Source: an optimization exercise on an open RTL-to-GDS flow (aim: small area, a short achievable clock period and few clock cycles). Production flows keep margins and buffers that such runs may drop. Function was checked by simulation only, so behaviour that the tests miss may differ from the original. No activity file was given, so power comes from the tool's default toggle rates.

Design mips_core, start of the top module:
module mips_core #(
    parameter [31:0] RESET_PC = 32'h0000_0000
) (
    input  wire         clock,
    input  wire         reset,
    output logic [31:0] pc,
    input  wire  [31:0] inst,
    output logic        mem_read,
    output logic        mem_write,
    output logic [31:0] addr,
    output logic [31:0] din,
    input  wire  [31:0] dout
);
Size in the first run: about 1,300 flip-flops, roughly 160 I/O pins, about 56,000 µm² of cells after synthesis.
==> module reg_file, before the edit <==
module reg_file (
    input  wire        clock,
    input  wire        reset,
    input  wire [4:0]  rd_addr_a,
    input  wire [4:0]  rd_addr_b,
    input  wire        wr_en,
    input  wire [4:0]  wr_addr,
    input  wire [31:0] wr_data,
    output logic [31:0] rd_data_a,
    output logic [31:0] rd_data_b
);
    logic [31:0] regs [1:31];
    logic [31:1] valid;
    always_ff @(posedge clock or posedge reset) begin
        if (reset) begin
            valid <= '0;
        end else if (wr_en && wr_addr != 5'd0) begin
            valid[wr_addr] <= 1'b1;
        end
    end
    always_ff @(posedge clock) begin
        if (wr_en && wr_addr != 5'd0) begin
            regs[wr_addr] <= wr_data;
        end
    end
    logic [31:1] sel_a;
    logic [31:1] sel_b;
    always_comb begin
        rd_data_a = 32'd0;
        rd_data_b = 32'd0;
        for (int i = 1; i < 32; i++) begin
            sel_a[i]  = (rd_addr_a == 5'(i)) && valid[i];
            sel_b[i]  = (rd_addr_b == 5'(i)) && valid[i];
            rd_data_a = rd_data_a | (regs[i] & {32{sel_a[i]}});
            rd_data_b = rd_data_b | (regs[i] & {32{sel_b[i]}});
        end
    end
endmodule
export LEC_CHECK = 0
export ABC_CLOCK_PERIOD_IN_PS = 3000
export CAP_MARGIN = 20
export CORE_MARGIN = 2
export CORE_UTILIZATION = 35
export PLACE_DENSITY = 0.5
export SETUP_SLACK_MARGIN = 4
export SLEW_MARGIN = 20
create_clock -name core_clock -period 7.5 [get_ports {clock}]
standard.sh (not shown) runs the stock make flow with config.mk's settings and CLKGATE_MAP_FILE= SYNTH_SCRIPT=/design/flow/synth_recipe.tcl, a recipe that flattens the netlist after the stock synthesis.
==> flow/flow/run.sh <==
#!/bin/bash
# Own layout flow: the standard ORFS flow (standard.sh), all steps and the
# standard synthesis, with two changes passed as make variables:
#  - the port buffers start as buf_1 instead of the delay cell buffer_ports
#    picks (repair resizes them where timing needs it);
#  - CTS uses clkbuf_8 only and inserts no dummy loads.
# The make output goes to flow_make.log; each ORFS step logs under orfs/logs/.
set -euo pipefail
bash standard.sh \
  "BUFFER_PORTS_ARGS=-buffer_cell sky130_fd_sc_hd__buf_1" \
  "CTS_ARGS=-sink_clustering_enable -repair_clock_nets -dont_use_dummy_load -buf_list sky130_fd_sc_hd__clkbuf_8" \
  finish > flow_make.log 2>&1
Testbench counts at the start, summed over its fixed seeds: cycles 176,560.
Edit:
--- a/flow/design.v
+++ b/flow/design.v
@@ -17,6 +17,8 @@
         if (reset) begin
             valid <= '0;
-        end else if (wr_en && wr_addr != 5'd0) begin
-            valid[wr_addr] <= 1'b1;
+        end else begin
+            for (int i = 1; i < 32; i++) begin
+                if (wr_en && wr_addr == 5'(i)) valid[i] <= 1'b1;
+            end
         end
     end
@@ -26,15 +28,11 @@
         end
     end
-    logic [31:1] sel_a;
-    logic [31:1] sel_b;
+    logic [31:0] va;
+    logic [31:0] vb;
+    assign va = {valid, 1'b0};
+    assign vb = {valid, 1'b0};
     always_comb begin
-        rd_data_a = 32'd0;
-        rd_data_b = 32'd0;
-        for (int i = 1; i < 32; i++) begin
-            sel_a[i]  = (rd_addr_a == 5'(i)) && valid[i];
-            sel_b[i]  = (rd_addr_b == 5'(i)) && valid[i];
-            rd_data_a = rd_data_a | (regs[i] & {32{sel_a[i]}});
-            rd_data_b = rd_data_b | (regs[i] & {32{sel_b[i]}});
-        end
+        rd_data_a = (rd_addr_a == 5'd0) ? 32'd0 : (regs[rd_addr_a] & {32{va[rd_addr_a]}});
+        rd_data_b = (rd_addr_b == 5'd0) ? 32'd0 : (regs[rd_addr_b] & {32{vb[rd_addr_b]}});
     end
 endmodule
Outcome: The new run passed the timing, design-rule and antenna checks; clock skew decreases by 0.063 ns; cell area increases by 5.9%; non-clock buffer count decreases by 120; final cell count decreases by about 6%; register-to-register slack gains 0.05 ns; fmax increases by 5.2%; via count decreases by 21%; clock power is about the same; global-route usage decreases by 12 points; total power increases by 4.4%; first-iteration DRC count decreases by about 65%; synthesized cell count decreases by 12%; routed wire length decreases by 31%; synthesized area increases by about 9%.
Testbench counts after the change, summed over its fixed seeds: cycles 176,560.

separate check: timing with driven ports:
Ports are ideal in the flow. The routed layouts listed here were re-timed in OpenROAD. Step 1 assumes that a clkbuf_16 drives the clock port and a buf_2 every other input. Step 2 times the ports against the registers' clock, not the clock port: input delays grow and output delays shrink by t, the midpoint of the rising clock arrivals with the driver on. a / b / c = ideal ports / drivers / drivers and shift; a / b = the first two.
run	t, ns	setup WS [ns]	worst data-port slew with drivers (ns)
the first run	1.044	3.608 / 3.655 / 2.611	0.10
the second run	0.995	3.801 / 3.801 / 3.003	0.06
After both steps every run listed still meets setup and hold. For the first run, which loses most, drivers alone change the setup slack by +0.047 ns; drivers and shift together by -0.997 ns.
